Context: an optimization exercise on an open-source flow, tuned for small area, a short achievable clock period and few clock cycles per item. The choices shown serve that exercise and are no tape-out recipe. Only simulation tests tie the RTL to the original design; equivalence was not proved.

==> flow/design.v, too long to show whole: its modules and the start of the top module <==
// module qubit_measure: 2963 lines
// module qm_fa: 10 lines
// module qm_ha: 9 lines
// module qm_bsel: 10 lines
module qubit_measure (
    input  logic               clk,
    input  logic               rst,
    input  logic               in_valid,
    output logic               in_ready,
    input  logic signed [15:0] in_alpha,
    input  logic signed [15:0] in_beta,
    output logic               out_valid,
    input  logic               out_ready,
    output logic               out_bit,
    output logic [15:0]        out_alpha,
    output logic [15:0]        out_beta,
    output logic               out_err
);
  // ...
==> flow/run.sh <==
#!/bin/bash
# synth_recipe.tcl (not shown) runs the flow's synth.tcl, then flattens the netlist and writes it again
# the make line also repeats each setting of config.mk as NAME=value (left out here)
make -C /OpenROAD-flow-scripts/flow DESIGN_CONFIG=/design/flow/config.mk WORK_HOME=/design/flow/orfs CLKGATE_MAP_FILE= SYNTH_SCRIPT=/design/flow/synth_recipe.tcl finish
==> flow/config.mk <==
export PLATFORM = sky130hd
export DESIGN_NAME = qubit_measure
export DESIGN_NICKNAME = qubit_measure
export VERILOG_FILES = /design/flow/design.v
export SDC_FILE = /design/flow/constraint.sdc
export NUM_CORES = 4
export LEC_CHECK = 0
export CAP_MARGIN = 20
export CORE_MARGIN = 2
export CORE_UTILIZATION = 40
export SLEW_MARGIN = 20
export SYNTH_HIERARCHICAL = 1
export SYNTH_MINIMUM_KEEP_SIZE = 0
==> flow/constraint.sdc <==
create_clock -name core_clock -period 11.0 [get_ports {clk}]
set_input_delay 2.2000 -clock core_clock [delete_from_list [all_inputs] [get_ports {clk}]]
set_output_delay 2.2000 -clock core_clock [all_outputs]
set_load 0.01 [all_outputs]
==> reports/results.ini, run 1 <==
[status]
status=no timing/DRC/antenna violations

[cells_and_area]
fin_cells=3584
finalInstanceArea_mm2=0.0337
areaGrowthSynthToFinish_pct=10.8
multi_input_area_share_pct=65.7

[sta]
tightest_slew_ns=1.23
max_slew_margin_pct=17.8
fin_crit_sh_pct=39.6
setup_viol_count_final=0

[hold_path]
hp-class=reg2reg

[global_routing]
met3_usage_pct=2.48

[routing]
wire_per_inst_um=20.2
first_iter_violations=874
wl_met1_um=32200

[run]
maxCapViolations=0

[critical_path]
worstPathMaxFanout=23
slowest_stage=nand2_1
critPathBufInv=3
reg2reg_slack_ns=6.87
path_depth=7

[die]
die_h_um=280

[clocking]
htreeDepth=2

[yosys]
syn_area_mm2=0.0304
synth_top_area_share_pct=30.3

[place]
dp_cells=3503

Testbench counts, summed over its fixed seeds: cycles 2,096, items 2,048.
==> run 2: changes to the inputs <==
--- a/flow/config.mk
+++ b/flow/config.mk
@@ -9,4 +9,5 @@
 export CORE_MARGIN = 2
 export CORE_UTILIZATION = 40
+export CTS_BUF_LIST = sky130_fd_sc_hd__clkbuf_4 sky130_fd_sc_hd__clkbuf_8
 export SLEW_MARGIN = 20
 export SYNTH_HIERARCHICAL = 1
==> run 2 against run 1 <==
  * Area after synthesis unchanged
  * Count of clock-buffer cells in the layout grew 41
  * Highest routed layer unchanged
  * Routed wire length rose by 1.1%
  * Global-route usage increased by 0.20 points
==> reports/results.ini, run 2 <==
[place]
gp_congestion=0.819  ; unchanged
place_hpwl_um=51300  ; unchanged
dp_cells=3503  ; unchanged
io_buffers=41  ; unchanged
dp_worst_setup_slack_ns=6.06  ; unchanged

[critical_path]
crit_arrival_ns=4.84  ; about the same
start_kind=input pin  ; unchanged
worstPathMaxFanout=23  ; unchanged
startpoint=out_ready  ; unchanged
reg2reg_slack_ns=6.85  ; was 6.87 ns
r2r_end=xb_q[17]  ; unchanged
end_kind=flop  ; unchanged
crit_end=rdy_q  ; unchanged
crit_required_ns=11.55  ; was 11.48 ns
reg2reg_depth=7  ; unchanged
r2r_start=en_q[7]  ; unchanged
path_class=in2reg  ; unchanged

[sta]
fin_crit_sh_pct=39.0  ; was 39.6%
max_slew_margin_pct=18.8  ; was 17.8%
fmax_mhz=233  ; was 229 MHz
period_needed_ns=4.29  ; was 4.36 ns
hold_viol_final=0  ; unchanged
setup_viol_count_final=0  ; unchanged
finalSetupTns_ns=0  ; unchanged
worst_slack_ns=6.71  ; was 6.64 ns
hold_ws_ns=0.333  ; was 0.338 ns
rsz0062_at_grt=no  ; unchanged
drv_slew=0  ; unchanged
tightest_slew_ns=1.22  ; was 1.23 ns
fin_skew_ns=0.0313  ; was 0.0229 ns

[clocking]
clockBufferDepth=3  ; unchanged
cts.sink_count=390  ; unchanged
clk_pin_slew_ns=0.06  ; about the same
ctsHoldBuffers=0  ; unchanged
cts_made_buffers=72  ; was 47
root_buffer=clkbuf_8  ; was clkbuf_16
htreeDepth=3  ; was 2
post_cts_buffers=0  ; unchanged
postCtsResizedCells=0  ; unchanged
clock_latency_ns=0.67  ; was 0.59 ns
cts_tree=yes  ; unchanged

[yosys]
synthCells=2470  ; unchanged
async_reset_ff_share_pct=0  ; unchanged
synth_seq_cells=390  ; unchanged
avgSynthCellArea_um2=12.3  ; unchanged
synth_top_area_share_pct=30.3  ; unchanged
yosysTopAreaCell=fa_1  ; unchanged
synth.most_common_cell=fa_1  ; unchanged
yosys_warnings=9  ; unchanged
ys_seq_area_share_pct=25.8  ; unchanged
synth_edf_count=4  ; unchanged
syn_area_mm2=0.0304  ; unchanged
ys_types=63  ; unchanged
synth_top_flop_cell=dfxtp_1  ; unchanged
yosys-top-cells-area=fa_1 (30%), dfxtp_1 (25%), a22oi_2 (11%)  ; unchanged
synth_commonest_cells=fa_1 (461), dfxtp_1 (386), xnor2_1 (296)  ; unchanged

[cells_and_area]
areaGrowthSynthToFinish_pct=11.5  ; was 10.8%
fin_cells=3637  ; was 3,584
multi_input_comb_area_mm2=0.0221  ; unchanged
final_common_cell=fa_1  ; unchanged
most-common-layout-cells=fa_1 (461), dfxtp_1 (358), xnor2_1 (296)  ; unchanged
largest_reg_flops=48  ; unchanged
fin_util_pct=44.8  ; was 44.6%
largest_registers=xa_q (48), xb_q (47), t_q (32)  ; unchanged
nNetsFinal=3277  ; was 3,252
seq_area_mm2=0.00789  ; unchanged
final.fill_count=6864  ; was 6,851
regMostFlops=xa_q  ; unchanged
drive_gt1_share_pct=18.1  ; was 16.1%

[hold_path]
hp-class=reg2reg  ; unchanged

[global_routing]
grt_usage_pct=19.2  ; was 19.0%
grt_max_degree=39  ; unchanged
grt_pass1_vias=21621  ; was 21,315
grt_pass1_wl_um=119000  ; was 118,000 µm
grt_remaining_overflow=0  ; unchanged
antenna_found_initial=3  ; was 2

[routing]
route.vias.total=19250  ; was 18,941
wire_per_inst_um=20.2  ; about the same
first_pass_iters=5  ; was 4
totalWireLength_um=73300  ; was 72,500 µm
first_iter_violations=926  ; was 874
antenna_left=0  ; unchanged
drt-vias-per-instance=5.29  ; was 5.28
drc=0  ; unchanged

[status]
status=no timing/DRC/antenna violations  ; unchanged

[die]
num_io_pins=72  ; unchanged
die-area_mm2=0.0783  ; unchanged
initial_core_util_pct=40.2  ; unchanged
die_w_um=280  ; unchanged
std_cell_rows=101  ; unchanged
die_h_um=280  ; unchanged
core_area_mm2=0.0757  ; unchanged

[run]
maxCapViolations=0  ; unchanged

[run 2: cell counts after synthesis]
Identical to the previous run, type by type.
[run 2: final cells by class]
cell class	instances	share of cell area [%]
clock inverters	25	1.04
well taps	978	3.61
inverters	61	0.675
multi-input cells	1993	65.3
repair buffers	81	2.09
flip-flops and latches	390	23.2
clock buffers	107	4.05
diodes	2	0.0148
[run 2: routing by layer]
| layer | track usage (%) | vias to the layer above | part of all wire (%) |
|---|---|---|---|
| met4 | 7.57 | 0 | 3.1 |
| met3 | 2.68 | 165 | 4.8 |
| li1 | - | 8664 | - |
| met2 | 32.9 | 536 | 49 |
| met1 | 24.5 | 9885 | 43 |
| met5 | 0 | - | 0 |
[run 2: per-stage QoR]
stage	cell area, µm²
after floorplan	30600
after global placement	32200
after detailed placement	32200
after CTS	33900
after global routing	33900
final	33900
[run 2: cells by family after synthesis]
family	Yosys count	share of synthesized area, %
AND/OR/NAND/NOR	476	9.02
AO/OA/AOI/OAI	475	15.2
flip-flops	390	25.8
adder cells (fa/ha/maj)	642	37.8
multiplexers	25	0.847
XOR/XNOR	322	9.27
buffers and inverters	138	2.08
other	2	0.0247
[run 2: worst min-delay path by stage]
stage                 start    to  slack, ns  cells past startpoint
global placement    t_q[31]  bg_q       0.32                      0
CTS                    zs_q  zt_q       0.34                      0
finish                 zs_q  zt_q       0.33                      0
global route        t_q[31]  bg_q       0.35                      0
floorplan           t_q[31]  bg_q       0.31                      0
detailed placement  t_q[31]  bg_q       0.33                      0
[run 2: Yosys stat by module, one instance, submodules excluded]
module         cell area, µm²  cells inside
qm_bsel                  21.3             2
qm_fa                    20.0             1
qm_ha                    12.5             1
qubit_measure           14800          1422
[run 2: critical path: stages]
cell	delay (ns)
clkdlybuf4s50_1	0.46
nand2_1	0.63
clkinv_1	0.49
ha_1	0.34
or3b_2	0.46
a21oi_1	0.19
inv_1	0.06
==> run 3: changes to the inputs <==
==> flow/flow/run.sh (new file) <==
#!/bin/bash
# Standard layout, with timing repair aiming for extra setup slack.
cp standard.sh standard_sh_copy.txt
cp synth_recipe.tcl synth_recipe_copy.txt
export SETUP_SLACK_MARGIN=7.2
bash standard.sh > standard.log 2>&1
==> flow/standard.sh (new file) <==
#!/bin/bash
# synth_recipe.tcl (not shown) runs the flow's synth.tcl, then flattens the netlist and writes it again
# the make line also repeats each setting of config.mk as NAME=value (left out here)
make -C /OpenROAD-flow-scripts/flow DESIGN_CONFIG=/design/flow/config.mk WORK_HOME=/design/flow/orfs CLKGATE_MAP_FILE= SYNTH_SCRIPT=/design/flow/synth_recipe.tcl "${@:-finish}"
--- a/flow/config.mk
+++ b/flow/config.mk
@@ -9,5 +9,4 @@
 export CORE_MARGIN = 2
 export CORE_UTILIZATION = 40
-export CTS_BUF_LIST = sky130_fd_sc_hd__clkbuf_4 sky130_fd_sc_hd__clkbuf_8
 export SLEW_MARGIN = 20
 export SYNTH_HIERARCHICAL = 1
removed: flow/run.sh
==> run 3 against run 2 <==
  * Still clean on timing, DRC and antenna
  * Fmax is 14% higher
  * Worst hold slack lost 0.00050 ns
  * Critical path depth is 1 lower
  * Cell count decreased by 1.3%
  * Area after synthesis stayed put
  * Non-clock buffer count rose by 2
  * Clock skew decreased by 0.014 ns
  * Critical endpoint is now xb_q[23]
==> reports/results.ini, run 3 <==
[status]
status=no timing/DRC/antenna violations  ; unchanged

[cells_and_area]
final.fill_count=6878  ; was 6,864
fin_util_pct=44.7  ; was 44.8%
seq_area_mm2=0.00789  ; about the same
nNetsFinal=3254  ; was 3,277
largest_reg_flops=48  ; unchanged
most-common-layout-cells=fa_1 (461), dfxtp_1 (353), xnor2_1 (296)  ; was fa_1 (461), dfxtp_1 (358), xnor2_1 (296)
largest_registers=xa_q (48), xb_q (47), t_q (32)  ; unchanged
regMostFlops=xa_q  ; unchanged
antenna_cells=0  ; was 2
areaGrowthSynthToFinish_pct=11.2  ; was 11.5%
drive_gt1_share_pct=16.9  ; was 18.1%
multi_input_comb_area_mm2=0.0222  ; was 0.0221 mm²
final_common_cell=fa_1  ; unchanged

[hold_path]
hp-class=reg2reg  ; unchanged
min_path_cells=0  ; unchanged

[global_routing]
grt_usage_pct=18.9  ; was 19.2%
antenna_found_initial=1  ; was 3
grt_remaining_overflow=0  ; unchanged
grt_pass1_wl_um=117000  ; was 119,000 µm
grt_pass1_vias=21434  ; was 21,621
grt_max_degree=67  ; was 39

[critical_path]
end_kind=flop  ; unchanged
path_class=reg2reg  ; was in2reg
reg2reg_depth=6  ; was 7
worstPathMaxFanout=17  ; was 23
start_kind=flop  ; was input pin
crit_required_ns=11.47  ; was 11.55 ns
crit_arrival_ns=4.24  ; was 4.84 ns

[clocking]
clock_latency_ns=0.59  ; was 0.67 ns
cts_tree=yes  ; unchanged
clk_pin_slew_ns=0.06  ; about the same
cts.sink_count=390  ; unchanged
ctsHoldBuffers=0  ; unchanged
cts_made_buffers=47  ; was 72
htreeDepth=2  ; was 3
root_buffer=clkbuf_16  ; was clkbuf_8
clockBufferDepth=3  ; unchanged

[yosys]
yosys_warnings=9  ; unchanged
async_reset_ff_share_pct=0  ; unchanged
syn_area_mm2=0.0304  ; unchanged
yosysTopAreaCell=fa_1  ; unchanged
synth.most_common_cell=fa_1  ; unchanged
yosys-top-cells-area=fa_1 (30%), dfxtp_1 (25%), a22oi_2 (11%)  ; unchanged
synth_edf_count=4  ; unchanged
synth_seq_cells=390  ; unchanged
synth_top_area_share_pct=30.3  ; unchanged
ys_types=63  ; unchanged
synth_commonest_cells=fa_1 (461), dfxtp_1 (386), xnor2_1 (296)  ; unchanged
avgSynthCellArea_um2=12.3  ; unchanged
synth_top_flop_cell=dfxtp_1  ; unchanged
ys_seq_area_share_pct=25.8  ; unchanged
synthCells=2470  ; unchanged

[sta]
fin_skew_ns=0.0174  ; was 0.0313 ns
hold_viol_final=0  ; unchanged
finalSetupTns_ns=0  ; unchanged
worst_slack_ns=7.23  ; was 6.71 ns
drv_slew=0  ; unchanged
tightest_slew_ns=1.20  ; was 1.22 ns
fin_crit_sh_pct=34.3  ; was 39.0%
max_slew_margin_pct=19.9  ; was 18.8%
setup_viol_count_final=0  ; unchanged
fmax_mhz=265  ; was 233 MHz
rsz0062_at_grt=yes  ; was no
period_needed_ns=3.77  ; was 4.29 ns

[run]
maxCapViolations=0  ; unchanged

[die]
num_io_pins=72  ; unchanged
die_w_um=280  ; unchanged
initial_core_util_pct=40.2  ; unchanged
core_area_mm2=0.0757  ; unchanged
std_cell_rows=101  ; unchanged
die_h_um=280  ; unchanged
die-area_mm2=0.0783  ; unchanged

[routing]
totalWireLength_um=72500  ; was 73,300 µm
drc=0  ; unchanged
first_pass_iters=5  ; unchanged
wire_per_inst_um=20.2  ; about the same
drt-vias-per-instance=5.30  ; was 5.29
first_iter_violations=902  ; was 926
route.vias.total=19033  ; was 19,250
antenna_left=0  ; unchanged

[place]
dp_worst_setup_slack_ns=6.08  ; was 6.06 ns
gp_congestion=0.823  ; was 0.819
place_hpwl_um=51400  ; was 51,300 µm
io_buffers=41  ; unchanged

[run 3: changes by cell type in the layout (fill, tap and decap cells not counted), moves of 3 or more]
cell	before	now
clkbuf_8	91	9
clkbuf_16	0	47
clkbuf_4	16	0
dfxtp_2	27	33
dfxtp_1	358	353
clkbuf_1	0	4
bufinv_16	7	4
clkinv_2	8	11
[run 3: final cells by class]
type | instances | area share (%)
clock buffer | 60 | 3.88
sequential | 390 | 23.3
inverter | 61 | 0.680
tap | 978 | 3.61
timing repair buffer | 83 | 2.18
multi-input combinational | 1993 | 65.5
clock inverter | 24 | 0.828
[run 3: cells by family after synthesis]
group / count (synthesis) / synth area share (%)
adders and majority gates: 642 / 37.8
muxes: 25 / 0.847
buffers and inverters: 138 / 2.08
and+or+nand+nor: 476 / 9.02
other: 2 / 0.0247
xor gates and xnor gates: 322 / 9.27
AOI/OAI and AO/OA: 475 / 15.2
DFF: 390 / 25.8
[run 3: path summary, 6_finish.rpt]
path | start | endpoint | slack [ns]
setup reg to reg | t_q[6] | xb_q[23] | 7.23
setup / recovery | t_q[6] | xb_q[23] | 7.23
hold reg to reg | zt_q | zr_q | 0.33
hold / removal | zt_q | zr_q | 0.33
[run 3: modules after synthesis (local to each module, per instance)]
module / flip-flops and latches / cells inside / copies in the design
qm_bsel: 0 / 2 / 256
qm_fa: 0 / 1 / 460
qubit_measure: 390 / 1422 / 1
qm_ha: 0 / 1 / 76
[run 3: stage by stage]
| step | hold WS [ns] | instance area, µm² | std cells |
|---|---|---|---|
| detailed placement | 0.321 | 32200 | 3503 |
| CTS | 0.336 | 33800 | 3587 |
| global placement | 0.318 | 32200 | 3503 |
| finish | 0.333 | 33900 | 3589 |
| floorplan | 0.310 | 30600 | 2521 |
| global route | 0.345 | 33900 | 3589 |
[run 3: layer usage]
| layer | global-route usage [%] | routed length (µm) | vias up |
|---|---|---|---|
| met5 | 0 | 0 | - |
| met3 | 2.90 | 3260 | 136 |
| met2 | 32.4 | 35300 | 467 |
| met1 | 24.4 | 31900 | 9834 |
| met4 | 6.51 | 1960 | 0 |
| li1 | - | - | 8596 |
[run 3: critical path: stages, from the launching register on]
cell,delay [ns]
dfxtp_1,1.11
and2_1,0.27
fa_1,0.45
fa_1,0.49
fa_1,0.42
fa_1,0.51
fa_1,0.41
[run 3: timing repair]
item,4_1_cts,5_1_grt
cloned,0,0
setup endpoints to repair,14,16
gates resized for setup,5,14
buffers inserted,0,1
pin swaps,0,1
==> run 4: changes to the inputs <==
==> flow/flow/run.sh (replaced) <==
#!/bin/bash
# Standard layout (the standard.sh), with timing repair aiming for extra
# setup slack so that the achieved period is short. The clock period and
# constraints are the design's.
set -euo pipefail
export SETUP_SLACK_MARGIN=8.0
bash standard.sh > standard.log 2>&1
==> run 4 against run 3 <==
  * Still clean on timing, DRC and antenna
  * Register-to-register slack improved by 0.42 ns
  * Cell count increased by 4.7%
  * Die area unchanged
  * Area after synthesis unchanged
  * Sequential cell count unchanged
  * Synthesized cell count unchanged
  * Critical path type is now reg2out
  * Highest routed layer unchanged
==> reports/results.ini, run 4 <==
[cells_and_area]
seq_area_mm2=0.00810  ; was 0.00789 mm²
areaGrowthSynthToFinish_pct=22.3  ; was 11.2%
largest_reg_flops=48  ; unchanged
most-common-layout-cells=fa_1 (364), dfxtp_1 (293), xnor2_1 (277)  ; was fa_1 (461), dfxtp_1 (353), xnor2_1 (296)
multi_input_comb_area_mm2=0.0230  ; was 0.0222 mm²
final.fill_count=6547  ; was 6,878
final_common_cell=fa_1  ; unchanged
regMostFlops=xa_q  ; unchanged
nNetsFinal=3424  ; was 3,254
fin_util_pct=49.2  ; was 44.7%
drive_gt1_share_pct=30.8  ; was 16.9%
largest_registers=xa_q (48), xb_q (47), t_q (32)  ; unchanged

[routing]
wire_per_inst_um=22.4  ; was 20.2 µm
drt-vias-per-instance=5.40  ; was 5.30
first_iter_violations=1199  ; was 902
route.vias.total=20317  ; was 19,033
drc=0  ; unchanged
first_pass_iters=5  ; unchanged
antenna_left=0  ; unchanged
totalWireLength_um=84200  ; was 72,500 µm

[die]
die_w_um=280  ; unchanged
initial_core_util_pct=40.2  ; unchanged
std_cell_rows=101  ; unchanged
die-area_mm2=0.0783  ; unchanged
core_area_mm2=0.0757  ; unchanged
die_h_um=280  ; unchanged
num_io_pins=72  ; unchanged

[yosys]
synth.most_common_cell=fa_1  ; unchanged
synth-xor-area-share_pct=9.27  ; unchanged
synth_top_flop_cell=dfxtp_1  ; unchanged
ys_seq_area_share_pct=25.8  ; unchanged
yosys-top-cells-area=fa_1 (30%), dfxtp_1 (25%), a22oi_2 (11%)  ; unchanged
ys_types=63  ; unchanged
yosysTopAreaCell=fa_1  ; unchanged
avgSynthCellArea_um2=12.3  ; unchanged
yosys_warnings=9  ; unchanged
synth_simple_gate_area_share_pct=9.02  ; unchanged
async_reset_ff_share_pct=0  ; unchanged
muxShareOfSynthArea_pct=0.847  ; unchanged
synthCells=2470  ; unchanged
synth_edf_count=4  ; unchanged
synth_seq_cells=390  ; unchanged
synth_commonest_cells=fa_1 (461), dfxtp_1 (386), xnor2_1 (296)  ; unchanged
synthAdderAreaFrac_pct=37.8  ; unchanged
synth_top_area_share_pct=30.3  ; unchanged
synth-compound-area-share_pct=15.2  ; unchanged
syn_area_mm2=0.0304  ; unchanged
synth_top_family_by_area=adder cells  ; unchanged

[clocking]
clockBufferDepth=3  ; unchanged
cts.sink_count=390  ; unchanged
clk_pin_slew_ns=0.06  ; about the same
cts_tree=yes  ; unchanged
htreeDepth=2  ; unchanged
root_buffer=clkbuf_16  ; unchanged
cts_made_buffers=46  ; was 47
clock_latency_ns=0.61  ; was 0.59 ns

[critical_path]
worstPathMaxFanout=3  ; was 17
max_stage_delay_ns=0.39  ; was 1.11 ns
end_kind=output pin  ; was flop
start_kind=flop  ; unchanged
critPathBufInv=2  ; was 0
path_class=reg2out  ; was reg2reg
crit_required_ns=8.80  ; was 11.47 ns
crit_arrival_ns=1.17  ; was 4.24 ns
slowest_stage=edfxtp_1  ; was dfxtp_1
crit_chain=inv_1 > buf_2  ; was and2_1 > fa_1 > fa_1 > fa_1 > fa_1 > fa_1
cp_top_family=flip-flops  ; was adder cells

[global_routing]
grt_pass1_vias=22390  ; was 21,434
grt_max_degree=36  ; was 67
antenna_found_initial=2  ; was 1
grt_usage_pct=21.5  ; was 18.9%
grt_pass1_wl_um=130000  ; was 117,000 µm
grt_remaining_overflow=0  ; unchanged

[sta]
max_slew_margin_pct=58.3  ; was 19.9%
fin_crit_sh_pct=30.6  ; was 34.3%
drv_slew=0  ; unchanged
setup_viol_count_final=0  ; unchanged
period_needed_ns=3.37  ; was 3.77 ns
tightest_slew_ns=0.624  ; was 1.20 ns
hold_viol_final=0  ; unchanged
fin_skew_ns=0.0207  ; was 0.0174 ns
finalSetupTns_ns=0  ; unchanged
rsz0062_at_grt=yes  ; unchanged
fmax_mhz=297  ; was 265 MHz

[hold_path]
hp-class=reg2reg  ; unchanged

[status]
status=no timing/DRC/antenna violations  ; unchanged

[place]
place_hpwl_um=52100  ; was 51,400 µm
io_buffers=41  ; unchanged
gp_congestion=0.808  ; was 0.823

[run]
maxCapViolations=0  ; unchanged

[run 4: cell count changes in the layout (fill, tap and decap cells not counted), moves of 16 or more]
cell,previous run,this run
fa_1,461,364
fa_2,0,97
buf_4,39,122
dfxtp_1,353,293
buf_12,0,57
dfxtp_4,0,54
buf_6,2,25
xnor2_1,296,277
xnor2_2,0,19
and2_1,247,230
and2_4,0,16
[run 4: kinds of logic after synthesis]
group,count (synthesis)
adder cells (fa/ha/maj),642
flip-flops,390
multiplexers,25
other,2
AO/OA/AOI/OAI,475
XOR/XNOR,322
AND/OR/NAND/NOR,476
buffers and inverters,138
[run 4: final timing paths]
path,cells past startpoint,startpoint,slack [ns],end
setup / recovery,2,qb_q[0],7.63,out_alpha[14]
setup reg to reg,11,sa1_q[11],7.65,t_q[31]
hold reg to reg,0,t_q[31],0.33,bg_q
hold / removal,0,t_q[31],0.33,bg_q
[run 4: repair_timing]
action | in CTS | in global routing
hold buffers | 0 | 0
pin swaps | 54 | 80
setup buffers | 125 | 82
endpoints found under the setup margin | 133 | 100
resized for setup | 177 | 97
gates cloned | 4 | 0
[run 4: cell type report]
cell class / instances / area share, %
Inverter: 61 / 0.629
Tap cell: 978 / 3.29
Clock buffer: 65 / 3.73
Multi-Input combinational cell: 1994 / 61.8
Clock inverter: 17 / 0.790
Timing Repair Buffer: 253 / 7.99
Sequential cell: 390 / 21.8
Antenna cell: 1 / 0.00672
[run 4: routing by layer]
metal	global-route usage [%]	up-vias	wire [µm]
met5	0	-	0
met4	10.3	0	4120
met3	3.74	238	4700
met2	36.4	674	40900
met1	26.7	10462	34400
li1	-	8943	-
[run 4: modules after synthesis, one instance, submodules excluded]
module	copies in the design	flops+latches	area [µm²]
qubit_measure	1	390	14800
qm_bsel	256	0	21.3
qm_fa	460	0	20.0
qm_ha	76	0	12.5
[run 4: through the flow]
stage	hold slack, ns	instances	setup WS, ns	cell area, µm²
2_1_floorplan	0.310	2521	7.52	31100
3_3_place_gp	0.316	3465	6.71	32300
3_5_place_dp	0.314	3465	6.72	32300
4_1_cts	0.328	3676	7.60	36100
5_1_grt	0.344	3758	7.52	37200
6_report	0.327	3759	7.63	37200
[run 4: worst reg2reg max path, stage by stage, from the launching register on]
cell	delay [ns]
dfxtp_2	0.32
fa_1	0.55
fa_1	0.46
ha_4	0.27
or3_1	0.31
o211ai_1	0.20
a31oi_4	0.17
a41oi_4	0.28
o21ai_2	0.11
a221o_1	0.34
a21oi_2	0.15
xnor2_1	0.12
==> run 5: changes to the inputs <==
--- a/flow/flow/run.sh
+++ b/flow/flow/run.sh
@@ -4,4 +4,4 @@
 # constraints are the design's.
 set -euo pipefail
-export SETUP_SLACK_MARGIN=8.0
+export SETUP_SLACK_MARGIN=7.6
 bash standard.sh > standard.log 2>&1
==> run 5 against run 4 <==
  * Register-to-register slack worse by 0.09 ns
  * First-iteration DRC count down 24%
  * Worst hold slack worse by 0.00051 ns
  * Sequential cell count unchanged
  * Die area unchanged
  * Highest routed layer unchanged
  * Core utilization down 3.2 points
  * Clock skew up 0.0065 ns
  * Final area down 6.6%
  * Area after synthesis unchanged
  * Count of clock-buffer cells in the layout down 6
==> reports/results.ini, run 5 <==
[place]
place_area_mm2=0.0322  ; was 0.0323 mm²
io_buffers=41  ; unchanged
place_hpwl_um=51100  ; was 52,100 µm
gp_congestion=0.830  ; was 0.808

[critical_path]
path_depth=14  ; was 2
r2r_end=t_q[19]  ; was t_q[31]
crit_arrival_ns=3.95  ; was 1.17 ns
crit_chain=fa_1 > fa_1 > ha_4 > nor3_1 > o21ai_1 > o211ai_1 > a31oi_4 > buf_4 > buf_6 > a21o_1 > a21o_1 > a21o_1 > a21oi_2 > xnor2_1  ; was inv_1 > buf_2
path_class=reg2reg  ; was reg2out
cp_top_family=adder cells  ; was flip-flops
critPathBufInv=2  ; unchanged
crit_required_ns=11.51  ; was 8.80 ns
startpoint=sa0_q[12]  ; was qb_q[0]
start_kind=flop  ; unchanged
slowest_stage=fa_1  ; was edfxtp_1
r2r_start=sa0_q[12]  ; was sa1_q[11]
worstPathMaxFanout=4  ; was 3
max_stage_delay_ns=0.55  ; was 0.39 ns
crit_end=t_q[19]  ; was out_alpha[14]
cp_common_cell=a21o_1
end_kind=flop  ; was output pin
reg2reg_slack_ns=7.56  ; was 7.65 ns
reg2reg_depth=14  ; was 11

[yosys]
synth.most_common_cell=fa_1  ; unchanged
synth_edf_count=4  ; unchanged
syn_area_mm2=0.0304  ; unchanged
synth_top_area_share_pct=30.3  ; unchanged
ys_seq_area_share_pct=25.8  ; unchanged
yosys-top-cells-area=fa_1 (30%), dfxtp_1 (25%), a22oi_2 (11%)  ; unchanged
avgSynthCellArea_um2=12.3  ; unchanged
synth_seq_cells=390  ; unchanged
yosys_warnings=9  ; unchanged
yosysTopAreaCell=fa_1  ; unchanged
async_reset_ff_share_pct=0  ; unchanged
ys_types=63  ; unchanged
synth_commonest_cells=fa_1 (461), dfxtp_1 (386), xnor2_1 (296)  ; unchanged
synth_top_flop_cell=dfxtp_1  ; unchanged
synthCells=2470  ; unchanged

[clocking]
htreeDepth=2  ; unchanged
clk_pin_slew_ns=0.06  ; about the same
cts.sink_count=390  ; unchanged
cts_tree=yes  ; unchanged
clock_latency_ns=0.60  ; was 0.61 ns
clockBufferDepth=3  ; unchanged
root_buffer=clkbuf_16  ; unchanged
cts_made_buffers=47  ; was 46

[die]
std_cell_rows=101  ; unchanged
die-area_mm2=0.0783  ; unchanged
core_area_mm2=0.0757  ; unchanged
num_io_pins=72  ; unchanged
die_h_um=280  ; unchanged
die_w_um=280  ; unchanged
initial_core_util_pct=40.2  ; unchanged

[cells_and_area]
largest_registers=xa_q (48), xb_q (47), t_q (32)  ; unchanged
antenna_cells=0  ; was 1
final.fill_count=6798  ; was 6,547
final_common_cell=fa_1  ; unchanged
regMostFlops=xa_q  ; unchanged
drive_gt1_share_pct=20.6  ; was 30.8%
most-common-layout-cells=fa_1 (459), dfxtp_1 (335), xnor2_1 (295)  ; was fa_1 (364), dfxtp_1 (293), xnor2_1 (277)
areaGrowthSynthToFinish_pct=14.2  ; was 22.3%
largest_reg_flops=48  ; unchanged
nNetsFinal=3312  ; was 3,424
finalInstanceArea_mm2=0.0348  ; was 0.0372 mm²

[sta]
drv_slew=0  ; unchanged
hold_viol_final=0  ; unchanged
finalSetupTns_ns=0  ; unchanged
max_slew_margin_pct=49.3  ; was 58.3%
fmax_mhz=290  ; was 297 MHz
fin_skew_ns=0.0272  ; was 0.0207 ns
hold_ws_ns=0.326  ; was 0.327 ns
fin_crit_sh_pct=31.3  ; was 30.6%
period_needed_ns=3.44  ; was 3.37 ns
setup_viol_count_final=0  ; unchanged
rsz0062_at_grt=yes  ; unchanged
tightest_slew_ns=0.761  ; was 0.624 ns

[routing]
drc=0  ; unchanged
first_pass_iters=5  ; unchanged
first_iter_violations=911  ; was 1,199
drt-vias-per-instance=5.30  ; was 5.40
route.vias.total=19310  ; was 20,317
wire_per_inst_um=20.4  ; was 22.4 µm
antenna_left=0  ; unchanged
totalWireLength_um=74200  ; was 84,200 µm

[global_routing]
grt-busiest-layer=met2  ; unchanged
met1_usage_pct=24.9  ; was 26.7%
grt_max_degree=36  ; unchanged
grt_pass1_wl_um=119000  ; was 130,000 µm
grt_usage_pct=19.2  ; was 21.5%
met2_usage_pct=32.9  ; was 36.4%
grt_pass1_vias=21363  ; was 22,390
met3_usage_pct=2.80  ; was 3.74%
grt_remaining_overflow=0  ; unchanged
antenna_found_initial=0  ; was 2

[hold_path]
hp-class=reg2reg  ; unchanged

[run]
maxCapViolations=0  ; unchanged

[status]
status=no timing/DRC/antenna violations  ; unchanged

==> run 5: cell count changes in the layout (fill, tap and decap cells not counted), moves of 9 or more <==
cell,change
and2_4,-16
dfxtp_2,-9
and2_1,+17
buf_4,-51
fa_2,-95
xnor2_2,-18
dfxtp_1,+42
buf_12,-53
clkinv_2,+9
dfxtp_4,-33
fa_1,+95
xnor2_1,+18
==> run 5: cell families (layout without fill, tap and decap cells) <==
family                   Yosys count  in the layout  synth area share (%)
XOR/XNOR                         322            322                  9.27
other                              2             53                0.0247
flip-flops                       390            390                  25.8
buffers and inverters            138            283                  2.08
AND/OR/NAND/NOR                  476            477                  9.02
AO/OA/AOI/OAI                    475            475                  15.2
multiplexers                      25             25                 0.847
adder cells (fa/ha/maj)          642            642                  37.8
==> run 5: cell type report <==
cell class              instances  area (µm²)  area share (%)
multi-input cells            1994       22500            64.6
flip-flops and latches        390        7960            22.9
repair buffers                140        1370            3.95
clock buffers                  59        1290            3.72
well taps                     978        1220            3.52
clock inverters                23         233           0.669
inverters                      61         230           0.662
==> run 5: metal layers <==
metal / wire length [µm] / share of wire, %
met4: 2090 / 2.8
met2: 36300 / 49
met3: 3400 / 4.6
met5: 0 / 0
met1: 32400 / 44
==> run 5: timing repair <==
item | CTS | global route
resized for setup | 83 | 44
setup endpoints to repair | 72 | 43
hold buffers | 0 | 0
cloned | 2 | 1
pin swaps | 18 | 12
hold endpoints to repair | 0 | 0
setup buffers | 14 | 53
==> run 5: worst min-delay path by stage <==
| stage | start | to | slack, ns | depth (start not counted) |
|---|---|---|---|---|
| 2_1_floorplan | t_q[31] | bg_q | 0.31 | 0 |
| 3_3_place_gp | t_q[31] | bg_q | 0.31 | 0 |
| 3_5_place_dp | t_q[31] | bg_q | 0.32 | 0 |
| 4_1_cts | t_q[31] | bg_q | 0.33 | 0 |
| 5_1_grt | t_q[31] | bg_q | 0.33 | 0 |
| 6_report | t_q[31] | bg_q | 0.33 | 0 |
==> run 5: per-stage QoR <==
step / cells / worst slack [ns] / utilization [%]
2_1_floorplan: 2521 / 7.52 / -
3_3_place_gp: 3493 / 6.75 / 42.5
3_5_place_dp: 3493 / 6.72 / 42.5
4_1_cts: 3591 / 7.57 / 45.1
5_1_grt: 3645 / 7.41 / 45.9
6_report: 3645 / 7.56 / 45.9
==> run 5: per-module statistics from Yosys, one instance, submodules excluded <==
module | area (µm²) | cells | times used | flip-flops and latches
qm_fa | 20.0 | 1 | 460 | 0
qm_ha | 12.5 | 1 | 76 | 0
qm_bsel | 21.3 | 2 | 256 | 0
qubit_measure | 14800 | 1422 | 1 | 390
==> run 5: worst reg2reg max path, stage by stage (launching register included) <==
cell and delay [ns]:
dfxtp_1 0.33, fa_1 0.55, fa_1 0.47, ha_4 0.20, nor3_1 0.27, o21ai_1 0.13, o211ai_1 0.20, a31oi_4 0.17
buf_4 0.17, buf_6 0.10, a21o_1 0.16, a21o_1 0.18, a21o_1 0.18, a21oi_2 0.15, xnor2_1 0.13

==> what the ideal ports hide <==
The flow's constraints put no driver on any port. The routed layouts listed below were extracted and timed again, unchanged, in two steps. Step 1 sets driving cells, clkbuf_16 on the clock port and buf_2 on the other inputs (assumed; they add their load-dependent delay and slew). Step 2 moves the port delays by t, midway between the first and last clock arrival at a register: inputs arrive t later, outputs are due t later. That takes back most of the time a late clock gives input paths. Slacks: ideal ports / drivers / drivers and shift; pairs: ideal ports / drivers.
| run | t, ns | setup slack, ns | latest minus earliest clock arrival (ns) | worst data-port slew with drivers (ns) |
|---|---|---|---|---|
| run 1 | 0.643 | 6.640 / 6.675 / 6.032 | 0.023 / 0.023 | 0.05 |
| run 2 | 0.712 | 6.711 / 6.740 / 6.028 | 0.032 / 0.032 | 0.05 |
| run 3 | 0.649 | 7.228 / 7.228 / 6.755 | 0.019 / 0.019 | 0.04 |
| run 4 | 0.657 | 7.630 / 7.569 / 7.510 | 0.021 / 0.021 | 0.04 |
| run 5 | 0.639 | 7.556 / 7.556 / 7.170 | 0.031 / 0.031 | 0.05 |
After both steps setup and hold are still met in every run listed. The setup slack of run 2, which loses most, moves by +0.029 ns with the drivers and by -0.683 ns with both steps.
